From an optimization exercise on the open Yosys and OpenROAD flow, aimed at small area, a short achievable clock period and few clock cycles; shortcuts taken in it are not production practice. At most, simulation tests tie the RTL to the original design; equivalence was not proved. Power and IR drop assume default switching activity.

## cache_ctrl
module cache_ctrl #(
   parameter int ADDR_W      = 10,
   parameter int NUM_BLOCKS  = 4,
   parameter int BLOCK_WORDS = 4,
   parameter int CNT_W       = 16
) (
   input  logic                      clk,
   input  logic                      rst_n,
   input  logic                      cpu_req_valid,
   output logic                      cpu_req_ready,
   input  logic                      cpu_we,
   input  logic [ADDR_W-1:0]         cpu_addr,
   input  logic [31:0]               cpu_wdata,
   output logic                      cpu_resp_valid,
   output logic [31:0]               cpu_rdata,
   output logic                      mem_req,
   output logic                      mem_we,
   output logic [ADDR_W-1:0]         mem_addr,
   output logic [32*BLOCK_WORDS-1:0] mem_wdata,
   input  logic [32*BLOCK_WORDS-1:0] mem_rdata,
   input  logic                      mem_done,
   output logic [CNT_W-1:0]          hit_cnt,
   output logic [CNT_W-1:0]          miss_cnt
);
Size in the first run: roughly 2100 cells after synthesis.
Settings: LEC_CHECK=0, CAP_MARGIN=20, CORE_MARGIN=2, CORE_UTILIZATION=60, CTS_CLUSTER_DIAMETER=100, CTS_CLUSTER_SIZE=24, SETUP_SLACK_MARGIN=1.9, SLEW_MARGIN=20; clock period 4.0 ns.
standard.sh (not shown) runs the stock make flow with config.mk's settings and CLKGATE_MAP_FILE= SYNTH_SCRIPT=/design/flow/synth_recipe.tcl, a recipe that flattens the netlist after the stock synthesis.
==> flow/flow/run.sh <==
#!/bin/bash
# Standard ORFS layout with two changes to how it is made:
#  * the resizer may swap cells across footprints (MATCH_CELL_FOOTPRINT=0);
#  * while the ports are buffered (global placement), delay cells are
#    don't-use, so the port buffers are plain buffers.
set -euo pipefail
here=$(pwd)
bash standard.sh synth > synth.log 2>&1
bash standard.sh PRE_GLOBAL_PLACE_TCL="$here/flow/gp_pre.tcl" MATCH_CELL_FOOTPRINT=0 finish > layout.log 2>&1
==> flow/flow/gp_pre.tcl <==
# Keep delay cells out of the port buffers inserted in this step.
set_dont_use [get_lib_cells {sky130_fd_sc_hd__clkdlybuf4s* sky130_fd_sc_hd__dlygate* sky130_fd_sc_hd__dlymetal*}]
Testbench counts at the start, summed over its fixed seeds: cycles 33,730.
==> next run, changes <==
SETUP_SLACK_MARGIN = 1.6   (was 1.9)
Effect: Combinational power drops by about 13%; wire length drops by 3.9%; die area is unchanged; synthesized cell count does not change; worst setup slack loses 0.16 ns; cell count drops by 2.6%; core utilization drops by 3.1 points.
==> next run, changes <==
CORE_UTILIZATION = 70   (was 60)
SETUP_SLACK_MARGIN = 1.75   (was 1.6)
The new run completed with no timing, DRC or antenna violations.
Setup slack improves by 0.0052 ns.
Wire length fell by 2.5%.
Cell area increases by about 0.4%.
==> next run, changes <==
CORE_UTILIZATION = 60   (was 70)
Effect: The changed run went through all stages and came out clean; worst hold slack is better by 0.068 ns; worst setup slack is better by 0.13 ns; total power drops by 0.63%.


Another version of the RTL of cache_ctrl (not shown whole).
Size: roughly 2,000 cells after synthesis, roughly 780 flip-flops, about 32,000 µm² of cells after synthesis.
// cache_ctrl
module cache_ctrl #(
   parameter int ADDR_W      = 10,
   parameter int NUM_BLOCKS  = 4,
   parameter int BLOCK_WORDS = 4,
   parameter int CNT_W       = 16
) (
   input  logic                      clk,
   input  logic                      rst_n,
   input  logic                      cpu_req_valid,
   output logic                      cpu_req_ready,
   input  logic                      cpu_we,
   input  logic [ADDR_W-1:0]         cpu_addr,
   input  logic [31:0]               cpu_wdata,
   output logic                      cpu_resp_valid,
   output logic [31:0]               cpu_rdata,
   output logic                      mem_req,
   output logic                      mem_we,
   output logic [ADDR_W-1:0]         mem_addr,
   output logic [32*BLOCK_WORDS-1:0] mem_wdata,
   input  logic [32*BLOCK_WORDS-1:0] mem_rdata,
   input  logic                      mem_done,
   output logic [CNT_W-1:0]          hit_cnt,
   output logic [CNT_W-1:0]          miss_cnt
);
export LEC_CHECK = 0
export CAP_MARGIN = 20
export CORE_MARGIN = 2
export CORE_UTILIZATION = 60
export CTS_CLUSTER_DIAMETER = 100
export CTS_CLUSTER_SIZE = 24
export SETUP_SLACK_MARGIN = 1.75
export SLEW_MARGIN = 20
create_clock -name core_clock -period 4.0 [get_ports {clk}]
Scripts as last shown in full above: flow/flow/run.sh, flow/flow/gp_pre.tcl
Testbench counts at the start, summed over its fixed seeds: cycles 33,730.
Rerun with:
Settings changed: ABC_AREA set to 1.
Result: Total power rose by about 65%; die area went up by 2.2%; routed wire length increases by 17%; utilization goes down by 0.84 points; maximum frequency is lower by about 3%; final cell count grows by about 22%; design area rises by 0.96%.


## JK
cache_ctrl, a different RTL version from the one above (not shown whole).
For scale: ~380 I/O pins.
clock: 4.0 ns
lec_check: 0
cap_margin: 20
core_margin: 2
core_utilization: 40
setup_slack_margin: 2.0
slew_margin: 20
==> flow/flow/run.sh <==
#!/bin/bash
# Standard ORFS layout, but let the resizer swap cells across footprints
# (so the port buffers and other cells can be sized for speed).
set -euo pipefail
bash standard.sh MATCH_CELL_FOOTPRINT=0 finish > flow_make.log 2>&1
Having completed the whole flow, JK delivered a layout that passed the timing, DRC and antenna checks.
## Diff of input files: MS against JK
==> flow/run.sh (new file) <==
#!/bin/bash
# synth_recipe.tcl (not shown) runs the flow's synth.tcl, then flattens the netlist and writes it again
# the make line also repeats each setting of config.mk as NAME=value (left out here)
make -C /OpenROAD-flow-scripts/flow DESIGN_CONFIG=/design/flow/config.mk WORK_HOME=/design/flow/orfs CLKGATE_MAP_FILE= SYNTH_SCRIPT=/design/flow/synth_recipe.tcl finish
removed: flow/flow/run.sh
removed: flow/standard.sh
### Flow results
MS and JK all finish clean.
MS vs. JK: clock buffer instance count of the final layout went down 15, area of all placed cells without fillers higher.
Summary — post-route core utilization, MS relative to JK: higher, by 0.43 points.
No functional check of the RTL was part of any run of this note.


Another version of the RTL of cache_ctrl (not shown whole).
Size in the first run: roughly 820 flip-flops, about 380 I/O pins, roughly 30,000 um^2 of cells after synthesis.
Design cache_ctrl, start of the top module:
module cache_ctrl #(
   parameter int ADDR_W      = 10,
   parameter int NUM_BLOCKS  = 4,
   parameter int BLOCK_WORDS = 4,
   parameter int CNT_W       = 16
) (
   input  logic                      clk,
   input  logic                      rst_n,
   input  logic                      cpu_req_valid,
   output logic                      cpu_req_ready,
   input  logic                      cpu_we,
   input  logic [ADDR_W-1:0]         cpu_addr,
   input  logic [31:0]               cpu_wdata,
   output logic                      cpu_resp_valid,
   output logic [31:0]               cpu_rdata,
   output logic                      mem_req,
   output logic                      mem_we,
   output logic [ADDR_W-1:0]         mem_addr,
   output logic [32*BLOCK_WORDS-1:0] mem_wdata,
   input  logic [32*BLOCK_WORDS-1:0] mem_rdata,
   input  logic                      mem_done,
   output logic [CNT_W-1:0]          hit_cnt,
   output logic [CNT_W-1:0]          miss_cnt
);
   localparam int TAG_W  = ADDR_W - 6;
   localparam int LINE_W = 32 * BLOCK_WORDS;
   logic [NUM_BLOCKS-1:0] valid_arr;
   logic [NUM_BLOCKS-1:0] dirty_arr;
   logic [TAG_W-1:0]      tag_arr  [NUM_BLOCKS];
   logic [LINE_W-1:0]     data_arr [NUM_BLOCKS];
   logic             r_v;
   logic             r_hit;
   logic [TAG_W-1:0] r_tag;
   logic [1:0]       r_idx;
   logic [1:0]       r_word;
   logic             r_we;
   logic [31:0]      r_wdata;
   logic             rd_q;
   logic             rdy;
   logic [TAG_W-1:0] mem_tag;
   logic [LINE_W-1:0] line_buf;
   logic [BLOCK_WORDS-1:0] wen_q  [NUM_BLOCKS];   
   logic [BLOCK_WORDS-1:0] wsel_q;                 
   logic [BLOCK_WORDS-1:0] commit_q;               
   logic [NUM_BLOCKS-1:0]  ridx_q;                 
   logic [TAG_W-1:0] in_tag;
   logic [1:0]       in_idx;
   logic [1:0]       in_word;
   logic             in_hit;
   logic             in_victim_dirty;
   logic             rd_done;
   logic             wb_done;
   logic             accept;
   logic             acc_miss;
   logic             unused_addr_bits;
  ...
clock: 4.0 ns
lec_check: 0
cap_margin: 20
core_margin: 2
core_utilization: 50
cts_cluster_diameter: 100
cts_cluster_size: 24
setup_slack_margin: 1.75
slew_margin: 20
==> flow/flow/run.sh <==
#!/bin/bash
# Standard ORFS layout with two changes to how it is made:
#  * the resizer may swap cells across footprints (MATCH_CELL_FOOTPRINT=0);
#  * while the ports are buffered (global placement), delay cells are
#    don't-use, so the port buffers are plain buffers.
set -euo pipefail
here=$(pwd)
bash standard.sh synth > synth.log 2>&1
bash standard.sh PRE_GLOBAL_PLACE_TCL="$here/flow/gp_pre.tcl" MATCH_CELL_FOOTPRINT=0 finish > layout.log 2>&1
Scripts as last shown in full above: flow/flow/gp_pre.tcl
Testbench counts at the start, summed over its fixed seeds: cycles 33,730.
==> next run, changes <==
- CORE_UTILIZATION: 50 -> 60
- SETUP_SLACK_MARGIN: 1.75 -> 1.85
What happened: The new run finished clean; sequential power barely changes; worst hold slack gets worse by 0.022 ns; routed wire length went down by 2.5%; clock-buffer cell count is higher by 1; setup slack got worse by 0.018 ns; non-clock buffer count came out higher by 16; critical path depth stays the same.
==> next run, changes <==
- CORE_UTILIZATION: 60 -> 65
- SETUP_SLACK_MARGIN: 1.85 -> 1.75
Result:
- core utilization is higher by 4.0 points
- fmax is about the same
- wire length decreases by 3.9%
- worst setup slack hardly moves
- clock power stays flat
- synthesized area does not change
- die area is lower by 7.6%
- design area shrinks by 2.0%
==> next run, changes <==
- CORE_UTILIZATION: 65 -> 60
Result:
- setup slack gains 0.014 ns
- die area went up by 8.2%
- routed wire length went up by 1.5%
- power went up by 0.32%
- combinational power went up by about 1%
- clock-buffer cell count stays the same

-- re-timing with driven ports --
The flow's constraints put no driver on any port. The routed layouts listed below were extracted and timed again, unchanged, in two steps. Step 1, drivers: a clkbuf_16 drives clk and a buf_2 each remaining input, both assumed. Step 2, shift: input delay + t, output delay - t, t = (earliest + latest rising clock arrival at the registers) / 2. This alone moves slack from input paths to output paths. Slacks: ideal / step 1 / step 2; pairs: ideal / step 1.
run | t (ns) | setup WS [ns] | slew at the worst register clock pin (ns)
the first run of note 1 | 0.661 | 1.801 / 1.740 / 1.174 | 0.10 / 0.10
the second run of note 1 | 0.654 | 1.636 / 1.644 / 1.020 | 0.10 / 0.10
the third run of note 1 | 0.655 | 1.641 / 1.641 / 1.086 | 0.10 / 0.10
the fourth run of note 1 | 0.649 | 1.776 / 1.715 / 1.176 | 0.10 / 0.10
the first run of note 2 | 0.651 | 1.720 / 1.685 / 1.181 | 0.10 / 0.10
the second run of note 2 | 0.663 | 1.645 / 1.645 / 1.225 | 0.10 / 0.10
JK | 0.690 | 1.686 / 1.623 / 1.357 | 0.07 / 0.07
MS | 0.691 | 1.648 / 1.645 / 1.321 | 0.07 / 0.07
the first run of note 4 | 0.661 | 1.784 / 1.723 / 1.179 | 0.10 / 0.10
the second run of note 4 | 0.654 | 1.766 / 1.705 / 1.173 | 0.10 / 0.10
the third run of note 4 | 0.657 | 1.766 / 1.715 / 1.119 | 0.10 / 0.10
the fourth run of note 4 | 0.651 | 1.780 / 1.719 / 1.179 | 0.10 / 0.10
After both steps setup and hold are still met in every run listed. The setup slack of the third run of note 4, which loses most, moves by -0.051 ns with the drivers and by -0.647 ns with both steps.
